This is an optimization exercise on Yosys and OpenROAD, whose aim is small area, a short achievable clock period and few clock cycles, not a production implementation.
Only simulation tests tie the RTL to the original design; equivalence was not proved.
No activity file was given, so power comes from the tool's default toggle rates.

==> run H <==
## buddy_block_allocator_unit
module buddy_block_allocator_unit (
    input  wire logic                      clk,
    input  wire logic                      rst_n,
    input  wire logic                      cfg_we,
    input  wire logic [31:0]               cfg_wdata,
    input  wire logic                      in_valid,
    output logic                           in_ready,
    input  wire logic                      cmd,
    input  wire logic [bba_pkg::REQ_W-1:0] req_size,
    input  wire logic [31:0]               free_addr,
    output logic                           out_valid,
    input  wire logic                      out_ready,
    output logic [1:0]                     status,
    output logic [31:0]                    result_addr
);
make LEC_CHECK=0 CAP_MARGIN=30 CORE_MARGIN=2 CORE_UTILIZATION=45 CTS_BUF_LIST=sky130_fd_sc_hd__clkbuf_8 PLACE_DENSITY=0.62 SETUP_SLACK_MARGIN=4.4 SLEW_MARGIN=20 finish   # period 9.0 ns
run.sh (not shown) runs the stock make flow with config.mk's settings and CLKGATE_MAP_FILE= SYNTH_SCRIPT=/design/flow/synth_recipe.tcl, a recipe that flattens the netlist after the stock synthesis.
==> run Y: changes against run H <==
--- a/flow/design.v
+++ b/flow/design.v
@@ -73,10 +73,13 @@
     input  wire logic        clk,
     input  wire logic        clr_all,    
     input  wire logic        is_free,    
     input  wire logic        go,         
     input  wire logic [8:0]  oh,         
+    input  wire logic [8:0]  fl,         
+    input  wire logic [8:0]  a_lvl,      
+    input  wire logic [8:0]  c_lvl,      
     input  wire logic [7:0]  unit,       
     output logic             a_ok,       
     output logic [7:0]       p_unit,     
     output logic             f_ok        
 );
@@ -90,37 +93,23 @@
     logic [NN-1:0]   dm;        
     logic [NN-1:0]   p;         
     logic [NN-1:0]   lp;        
     logic [NN-1:0]   set_v;
     logic [NN-1:0]   clr_v;
-    logic [8:0]      th;        
-    logic [8:0]      fl;        
-    logic [8:0]      z;         
-    logic [8:0]      c_lvl;     
     logic [8:0]      a_set;
     logic [8:0]      f_clr;
     logic [NS-1:0]   u_s;       
     logic [9*NS-1:0] a_s;       
     logic [9*NS-1:0] c_s;       
     logic [8*NS-1:0] lu_s;      
     logic            p_root;
     logic [8:0]      hit;       
     always_comb
     begin
-        th[8] = oh[8];
-        for (int j = 7; j >= 0; j--)
-            th[j] = th[j+1] | oh[j];
-        z[0] = 1'b1;
-        for (int j = 1; j < 9; j++)
-            z[j] = z[j-1] & !unit[j-1];
-        fl[0] = 1'b1;
-        for (int j = 1; j < 9; j++)
-            fl[j] = is_free ? !unit[j-1] : th[j];
         for (int j = 0; j < 9; j++)
         begin
-            c_lvl[j] = is_free & z[j];
-            a_set[j] = go & oh[j];
+            a_set[j] = go & a_lvl[j];
             f_clr[j] = go & c_lvl[j];
         end
     end
     genvar j, i, k;
     generate
@@ -255,10 +244,13 @@
     logic        init_reg;
     logic        s1_valid;
     logic        s1_cmd;
     logic        s1_bad;        
     logic [8:0]  s1_oh;         
+    logic [8:0]  s1_fl;         
+    logic [8:0]  s1_al;         
+    logic [8:0]  s1_cl;         
     logic [7:0]  s1_unit;
     logic [4:0]  s1_low;
     logic        hd_valid;      
     logic [1:0]  hd_status;
     logic [12:0] hd_off;
@@ -295,26 +287,33 @@
     );
     assign off_lo[13] = !off_c;
     assign f_bad      = off_lo[13] ? (free_addr[31:13] != base_hi_p1)
                                    : (free_addr[31:13] != heap_base_reg[31:13]);
     logic       a_bad;
+    logic [8:0] z_in;
     assign a_bad = 32'(req_size) > 32'(bba_pkg::HEAP_BYTES);
     always_comb
     begin
         th_in[0] = 1'b1;
         for (int m = 1; m < 9; m++)
             th_in[m] = 32'(req_size) > (32'd32 << (m - 1));
         for (int m = 0; m < 8; m++)
             lvl_in[m] = th_in[m] & !th_in[m+1];
         lvl_in[8] = th_in[8];
+        z_in[0] = 1'b1;
+        for (int m = 1; m < 9; m++)
+            z_in[m] = z_in[m-1] & !off_lo[m+4];
     end
     bba_engine u_engine (
         .clk    (clk),
         .clr_all(init_reg),
         .is_free(s1_cmd == bba_pkg::CMD_FREE),
-        .go     (go && !s1_bad),
+        .go     (go),
         .oh     (s1_oh),
+        .fl     (s1_fl),
+        .a_lvl  (s1_al),
+        .c_lvl  (s1_cl),
         .unit   (s1_unit),
         .a_ok   (a_ok),
         .p_unit (p_unit),
         .f_ok   (f_ok)
     );
@@ -361,11 +360,24 @@
         begin
             s1_cmd  <= cmd;
             s1_bad  <= (cmd == bba_pkg::CMD_ALLOC) ? a_bad : f_bad;
             s1_unit <= off_lo[12:5];
             s1_low  <= off_lo[4:0];
-            s1_oh   <= (cmd == bba_pkg::CMD_ALLOC) ? lvl_in : 9'b0;
+            if (cmd == bba_pkg::CMD_ALLOC)
+            begin
+                s1_oh <= lvl_in;
+                s1_fl <= th_in;
+                s1_al <= a_bad ? 9'b0 : lvl_in;
+                s1_cl <= 9'b0;
+            end
+            else
+            begin
+                s1_oh <= 9'b0;
+                s1_fl <= {~off_lo[12:5], 1'b1};
+                s1_al <= 9'b0;
+                s1_cl <= f_bad ? 9'b0 : z_in;
+            end
         end
         if (go)
         begin
             hd_status <= res_status;
             hd_off    <= res_off;
Settings changed: CAP_MARGIN 30 to 20, CORE_UTILIZATION 45 to 35, PLACE_DENSITY 0.62 to 0.5, SETUP_SLACK_MARGIN 4.4 to 3.5.
==> run Z: changes against run H <==
--- a/flow/design.v
+++ b/flow/design.v
@@ -23,60 +23,17 @@
         logic [ADDR_W-1:0] addr;
     } res_t;
 endpackage
 `default_nettype wire
 `default_nettype none
-module bba_padd #(
-    parameter int W = 13
-) (
-    input  wire logic [W-1:0] a,
-    input  wire logic [W-1:0] b,
-    input  wire logic         cin,
-    output logic      [W-1:0] sum,
-    output logic              cout
-);
-    localparam int LV = $clog2(W + 1);
-    logic [W:0] g [LV+1];
-    logic [W:0] p [LV+1];
-    always_comb
-    begin
-        g[0][0] = cin;
-        p[0][0] = 1'b0;
-        for (int i = 0; i < W; i++)
-        begin
-            g[0][i+1] = a[i] & b[i];
-            p[0][i+1] = a[i] ^ b[i];
-        end
-        for (int l = 0; l < LV; l++)
-        begin
-            for (int i = 0; i <= W; i++)
-            begin
-                if (i >= (1 << l))
-                begin
-                    g[l+1][i] = g[l][i] | (p[l][i] & g[l][i - (1 << l)]);
-                    p[l+1][i] = p[l][i] & p[l][i - (1 << l)];
-                end
-                else
-                begin
-                    g[l+1][i] = g[l][i];
-                    p[l+1][i] = p[l][i];
-                end
-            end
-        end
-        for (int i = 0; i < W; i++)
-            sum[i] = a[i] ^ b[i] ^ g[LV][i];
-        cout = g[LV][W];
-    end
-endmodule
-`default_nettype wire
-`default_nettype none
 module bba_engine (
     input  wire logic        clk,
     input  wire logic        clr_all,    
     input  wire logic        is_free,    
-    input  wire logic        go,         
-    input  wire logic [8:0]  oh,         
+    input  wire logic        a_go,       
+    input  wire logic        f_go,       
+    input  wire logic [8:0]  lvl_oh,     
     input  wire logic [7:0]  unit,       
     output logic             a_ok,       
     output logic [7:0]       p_unit,     
     output logic             f_ok        
 );
@@ -90,38 +47,39 @@
     logic [NN-1:0]   dm;        
     logic [NN-1:0]   p;         
     logic [NN-1:0]   lp;        
     logic [NN-1:0]   set_v;
     logic [NN-1:0]   clr_v;
+    logic [8:0]      oh;        
     logic [8:0]      th;        
     logic [8:0]      fl;        
     logic [8:0]      z;         
-    logic [8:0]      c_lvl;     
     logic [8:0]      a_set;
     logic [8:0]      f_clr;
     logic [NS-1:0]   u_s;       
     logic [9*NS-1:0] a_s;       
     logic [9*NS-1:0] c_s;       
     logic [8*NS-1:0] lu_s;      
     logic            p_root;
-    logic [8:0]      hit;       
+    logic [NN-1:0]   hit;       
+    logic [NS-1:0]   hit_s;     
     always_comb
     begin
-        th[8] = oh[8];
+        oh = is_free ? 9'b0 : lvl_oh;
+        th[8] = lvl_oh[8];
         for (int j = 7; j >= 0; j--)
-            th[j] = th[j+1] | oh[j];
+            th[j] = th[j+1] | lvl_oh[j];
         z[0] = 1'b1;
         for (int j = 1; j < 9; j++)
             z[j] = z[j-1] & !unit[j-1];
         fl[0] = 1'b1;
         for (int j = 1; j < 9; j++)
             fl[j] = is_free ? !unit[j-1] : th[j];
         for (int j = 0; j < 9; j++)
         begin
-            c_lvl[j] = is_free & z[j];
-            a_set[j] = go & oh[j];
-            f_clr[j] = go & c_lvl[j];
+            a_set[j] = a_go & lvl_oh[j];
+            f_clr[j] = f_go & z[j];
         end
     end
     genvar j, i, k;
     generate
         for (j = 0; j < 9; j++) begin : g_lvl
@@ -156,10 +114,11 @@
                     assign x[0] = 1'b1;
                     for (k = j; k < 8; k++) begin : g_anc
                         assign x[k-j+1] = x[k-j] & dm[512 - (512 >> k) + (i >> (k-j))];
                     end
                     assign p[N]     = x[8-j] & p_root;
+                    assign hit[N]   = z[j] & r_q[N] & ((9'(unit) >> j) == 9'(i));
                     assign set_v[N] = a_set[j] & p[N];
                     assign clr_v[N] = f_clr[j] & p[N];
                 end
                 if (j == SL) begin : g_sroot
                     assign lp[N] = 1'b1;
@@ -169,20 +128,29 @@
                     localparam int S = i >> (SL - j);
                     localparam int PA = 512 - (512 >> (j+1)) + (i >> 1);
                     assign lp[N]    = lp[PA] & dm[N];
                     assign set_v[N] = a_s[9*S+j] & lp[N];
                     assign clr_v[N] = c_s[9*S+j] & lp[N];
+                    assign hit[N]   = z[j] & lp[N] & r_q[N];
                 end
                 if (j > SL) begin : g_nolp
                     assign lp[N] = 1'b0;
                 end
                 if (j < SL) begin : g_nop
                     assign p[N] = 1'b0;
                 end
             end
         end
         for (i = 0; i < NS; i++) begin : g_sub
+            logic [30:0] hs;
+            for (j = 0; j < SL; j++) begin : g_hl
+                for (k = 0; k < (1 << (SL-j)); k++) begin : g_hn
+                    assign hs[32 - (32 >> j) + k] = hit[512 - (512 >> j) + (i << (SL-j)) + k];
+                end
+            end
+            assign hs[30] = 1'b0;
+            assign hit_s[i] = ((9'(unit) >> SL) == 9'(i)) & (|hs);
             for (k = 0; k < 9; k++) begin : g_op
                 assign a_s[9*i+k] = a_set[k] & u_s[i];
                 assign c_s[9*i+k] = f_clr[k] & u_s[i];
             end
             for (k = 0; k < 8; k++) begin : g_ub
@@ -197,19 +165,19 @@
                     assign lu_s[8*i+k] = 1'b0;
                 end
             end
         end
     endgenerate
-    assign a_ok   = |(t[9*(NN-1) +: 9] & oh);
+    assign a_ok   = |(t[9*(NN-1) +: 9] & lvl_oh);
     assign p_root = is_free | a_ok;
     assign dm[NN-1] = 1'b1;
     always_comb
     begin
-        for (int j = 0; j < 9; j++)
-            hit[j] = c_lvl[j] & r_q[(512 - (512 >> j)) + (32'(unit) >> j)];
+        f_ok = |hit_s;
+        for (int n = 512 - (512 >> SL); n < NN; n++)
+            f_ok = f_ok | hit[n];
     end
-    assign f_ok = |hit;
     always_comb
     begin
         for (int b = 0; b < 8; b++)
         begin
             p_unit[b] = 1'b0;
@@ -253,21 +221,20 @@
     localparam logic [31:0] HEAP_BASE_RESET = bba_pkg::HEAP_BASE_RESET;
     logic [31:0] heap_base_reg;
     logic        init_reg;
     logic        s1_valid;
     logic        s1_cmd;
-    logic        s1_bad;        
-    logic [8:0]  s1_oh;         
+    logic        s1_bad;
+    logic [8:0]  s1_lvl;
     logic [7:0]  s1_unit;
     logic [4:0]  s1_low;
     logic        hd_valid;      
     logic [1:0]  hd_status;
     logic [12:0] hd_off;
-    logic        o_valid;       
-    logic [1:0]  o_status;
-    logic [31:0] o_addr;
-    logic        adv3;
+    logic        tl_valid;      
+    logic [1:0]  tl_status;
+    logic [12:0] tl_off;
     logic        go;
     logic        pop;
     logic [1:0]  res_status;
     logic [12:0] res_off;
     logic [13:0] off_lo;
@@ -277,29 +244,17 @@
     logic [8:0]  lvl_in;
     logic        a_ok;
     logic [7:0]  p_unit;
     logic        f_ok;
     logic [13:0] res_lo;
-    assign adv3     = !o_valid || out_ready;
-    assign pop      = !hd_valid || adv3;
-    assign go       = s1_valid && pop;
-    assign in_ready = !s1_valid || pop;
-    logic        off_c;
-    logic        res_c;
-    bba_padd #(.W(19)) u_inc (
-        .a(heap_base_reg[31:13]), .b(19'd0), .cin(1'b1),
-        .sum(base_hi_p1), .cout()
-    );
-    bba_padd #(.W(13)) u_sub (
-        .a(free_addr[12:0]), .b(~heap_base_reg[12:0]), .cin(1'b1),
-        .sum(off_lo[12:0]), .cout(off_c)
-    );
-    assign off_lo[13] = !off_c;
+    assign go       = s1_valid && !(hd_valid && tl_valid);
+    assign in_ready = !s1_valid || go;
+    assign pop      = hd_valid && out_ready;
+    assign off_lo     = {1'b0, free_addr[12:0]} - {1'b0, heap_base_reg[12:0]};
+    assign base_hi_p1 = heap_base_reg[31:13] + 19'd1;
     assign f_bad      = off_lo[13] ? (free_addr[31:13] != base_hi_p1)
                                    : (free_addr[31:13] != heap_base_reg[31:13]);
-    logic       a_bad;
-    assign a_bad = 32'(req_size) > 32'(bba_pkg::HEAP_BYTES);
     always_comb
     begin
         th_in[0] = 1'b1;
         for (int m = 1; m < 9; m++)
             th_in[m] = 32'(req_size) > (32'd32 << (m - 1));
@@ -309,12 +264,13 @@
     end
     bba_engine u_engine (
         .clk    (clk),
         .clr_all(init_reg),
         .is_free(s1_cmd == bba_pkg::CMD_FREE),
-        .go     (go && !s1_bad),
-        .oh     (s1_oh),
+        .a_go   (go && s1_cmd == bba_pkg::CMD_ALLOC && !s1_bad),
+        .f_go   (go && s1_cmd == bba_pkg::CMD_FREE && !s1_bad),
+        .lvl_oh (s1_lvl),
         .unit   (s1_unit),
         .a_ok   (a_ok),
         .p_unit (p_unit),
         .f_ok   (f_ok)
     );
@@ -338,53 +294,52 @@
         begin
             heap_base_reg <= HEAP_BASE_RESET;
             init_reg      <= 1'b1;
             s1_valid      <= 1'b0;
             hd_valid      <= 1'b0;
-            o_valid       <= 1'b0;
+            tl_valid      <= 1'b0;
         end
         else
         begin
             init_reg <= 1'b0;
             if (cfg_we)
                 heap_base_reg <= cfg_wdata;
             if (in_ready)
                 s1_valid <= in_valid;
-            if (pop)
-                hd_valid <= s1_valid;
-            if (adv3)
-                o_valid <= hd_valid;
+            if (!hd_valid || pop)
+                hd_valid <= tl_valid || go;
+            if (tl_valid)
+                tl_valid <= !pop;
+            else
+                tl_valid <= hd_valid && !pop && go;
         end
     end
     always_ff @(posedge clk)
     begin
         if (in_ready)
         begin
             s1_cmd  <= cmd;
-            s1_bad  <= (cmd == bba_pkg::CMD_ALLOC) ? a_bad : f_bad;
+            s1_bad  <= (cmd == bba_pkg::CMD_ALLOC) ? (32'(req_size) > 32'(bba_pkg::HEAP_BYTES))
+                                                   : f_bad;
+            s1_lvl  <= lvl_in;
             s1_unit <= off_lo[12:5];
             s1_low  <= off_lo[4:0];
-            s1_oh   <= (cmd == bba_pkg::CMD_ALLOC) ? lvl_in : 9'b0;
         end
-        if (go)
+        if (!hd_valid || pop)
         begin
-            hd_status <= res_status;
-            hd_off    <= res_off;
+            hd_status <= tl_valid ? tl_status : res_status;
+            hd_off    <= tl_valid ? tl_off : res_off;
         end
-        if (adv3 && hd_valid)
+        if (!tl_valid)
         begin
-            o_status <= hd_status;
-            o_addr   <= (hd_status == bba_pkg::ST_OK)
-                        ? {res_lo[13] ? base_hi_p1 : heap_base_reg[31:13], res_lo[12:0]}
-                        : 32'd0;
+            tl_status <= res_status;
+            tl_off    <= res_off;
         end
     end
-    bba_padd #(.W(13)) u_add (
-        .a(heap_base_reg[12:0]), .b(hd_off), .cin(1'b0),
-        .sum(res_lo[12:0]), .cout(res_c)
-    );
-    assign res_lo[13] = res_c;
-    assign out_valid   = o_valid;
-    assign status      = o_status;
-    assign result_addr = o_addr;
+    assign res_lo      = {1'b0, heap_base_reg[12:0]} + {1'b0, hd_off};
+    assign out_valid   = hd_valid;
+    assign status      = hd_status;
+    assign result_addr = (hd_status == bba_pkg::ST_OK)
+                         ? {res_lo[13] ? base_hi_p1 : heap_base_reg[31:13], res_lo[12:0]}
+                         : 32'd0;
 endmodule
 `default_nettype wire
Settings changed: CAP_MARGIN 30 to 20, CORE_UTILIZATION 45 to 35, CTS_BUF_LIST sky130_fd_sc_hd__clkbuf_8 to unset, PLACE_DENSITY 0.62 to 0.5, SETUP_SLACK_MARGIN 4.4 to unset.
==> summary.md <==
| Metric | Value |
|---|---|
| Status | timing/DRC/antenna clean |
| Crit-path leading delay family | compound AO/OA/AOI/OAI gates |
| Root buf cell | clkbuf_16 |
| Tap Count | 1625 |
| Unrepaired setup endpoints after global routing | false |
| Worst hold start | tl_off[9]$_DFF_P_ |
| Largest net degree at the start of global routing | 160 |
| DR pass1 iterations | 8 |
| Combinational share of power | 0.325 |
| Rel. slew slack | 0.1306 |
| Worst VDD drop | 138.8 uV |
| Synth Warn # | 2 |
| Crit Path Max Fanout | 55 |
| Cells along the critical path | buf_4, nand2_1, o31a_1, buf_4, nor4b_1, nand2_1, nand2_1, a2bb2oi_1, a31oi_1, a2111oi_0, a221oi_1, buf_2, a31oi_1, o2111ai_1, o41ai_1 |
| Worst hold stages | 2 |
| Final WS setup | 1.820 ns |
| Final Hold Slack | 0.4584 ns |
That was run Z.
==> summary.md <==
| Metric | Value |
|---|---|
| Worst hold start | hd_status[1]$_SDFFCE_PN0P_ |
| Final Hold Slack | 0.4727 ns |
| Worst hold stages | 0 |
| Rel. slew slack | 0.1897 |
| Status | timing/DRC/antenna clean |
| Cells along the critical path | or4_4, o31ai_4, buf_12, buf_4, o21ai_0, nor4_4, nor3_1, o211a_1, or4_1, nor4b_4, a2bb2oi_2, nand4b_1, o32a_1 |
| DR pass1 iterations | 8 |
| Crit Path Max Fanout | 8 |
| Tap Count | 1243 |
| Final WS setup | 4.179 ns |
That was run H.
==> summary.md <==
| Metric | Value |
|---|---|
| Status | timing/DRC/antenna clean |
| Worst hold start | u_engine.r_q[465]$_SDFF_PP0_ |
| Unrepaired setup endpoints after global routing | false |
| DR pass1 iterations | 6 |
| Crit-path leading delay family | compound AO/OA/AOI/OAI gates |
| Final WS setup | 3.479 ns |
| Root buf cell | clkbuf_8 |
| Tap Count | 1637 |
| Worst hold stages | 2 |
That was run Y.
Testbench counts of run H, summed over its fixed seeds: cycles 4,824.
Testbench counts of run Y, summed over its fixed seeds: cycles 4,824.
Testbench counts of run Z, summed over its fixed seeds: cycles 4,816.

==> what the ideal ports hide <==
In the flow no input, the clock included, has a driving cell. The finished layouts below were timed again as built, in two steps. Step 1 sets driving cells, clkbuf_16 on the clock port and buf_2 on the other inputs (assumed; they add their load-dependent delay and slew). Step 2 moves the port delays by t, midway between the first and last clock arrival at a register: inputs arrive t later, outputs are due t later. That takes back most of the time a late clock gives input paths. Three values: ideal ports, drivers, drivers and shift; two values: the first two.
| run | shift t [ns] | slack for setup (ns) | latest minus earliest clock arrival (ns) | worst register clock-pin slew, ns | pins driven straight from the clock port |
|---|---|---|---|---|---|
| run H | 0.858 | 4.179 / 4.179 / 3.640 | 0.054 / 0.054 | 0.08 / 0.08 | 1 |
| run Y | 0.961 | 3.479 / 3.479 / 2.935 | 0.056 / 0.056 | 0.07 / 0.07 | 1 |
| run Z | 0.775 | 1.820 / 1.820 / 1.820 | 0.036 / 0.036 | 0.07 / 0.07 | 1 |
After both steps setup and hold are still met in every run listed. For run Y, which loses most, drivers alone change the setup slack by 0.000 ns; drivers and shift together by -0.544 ns.
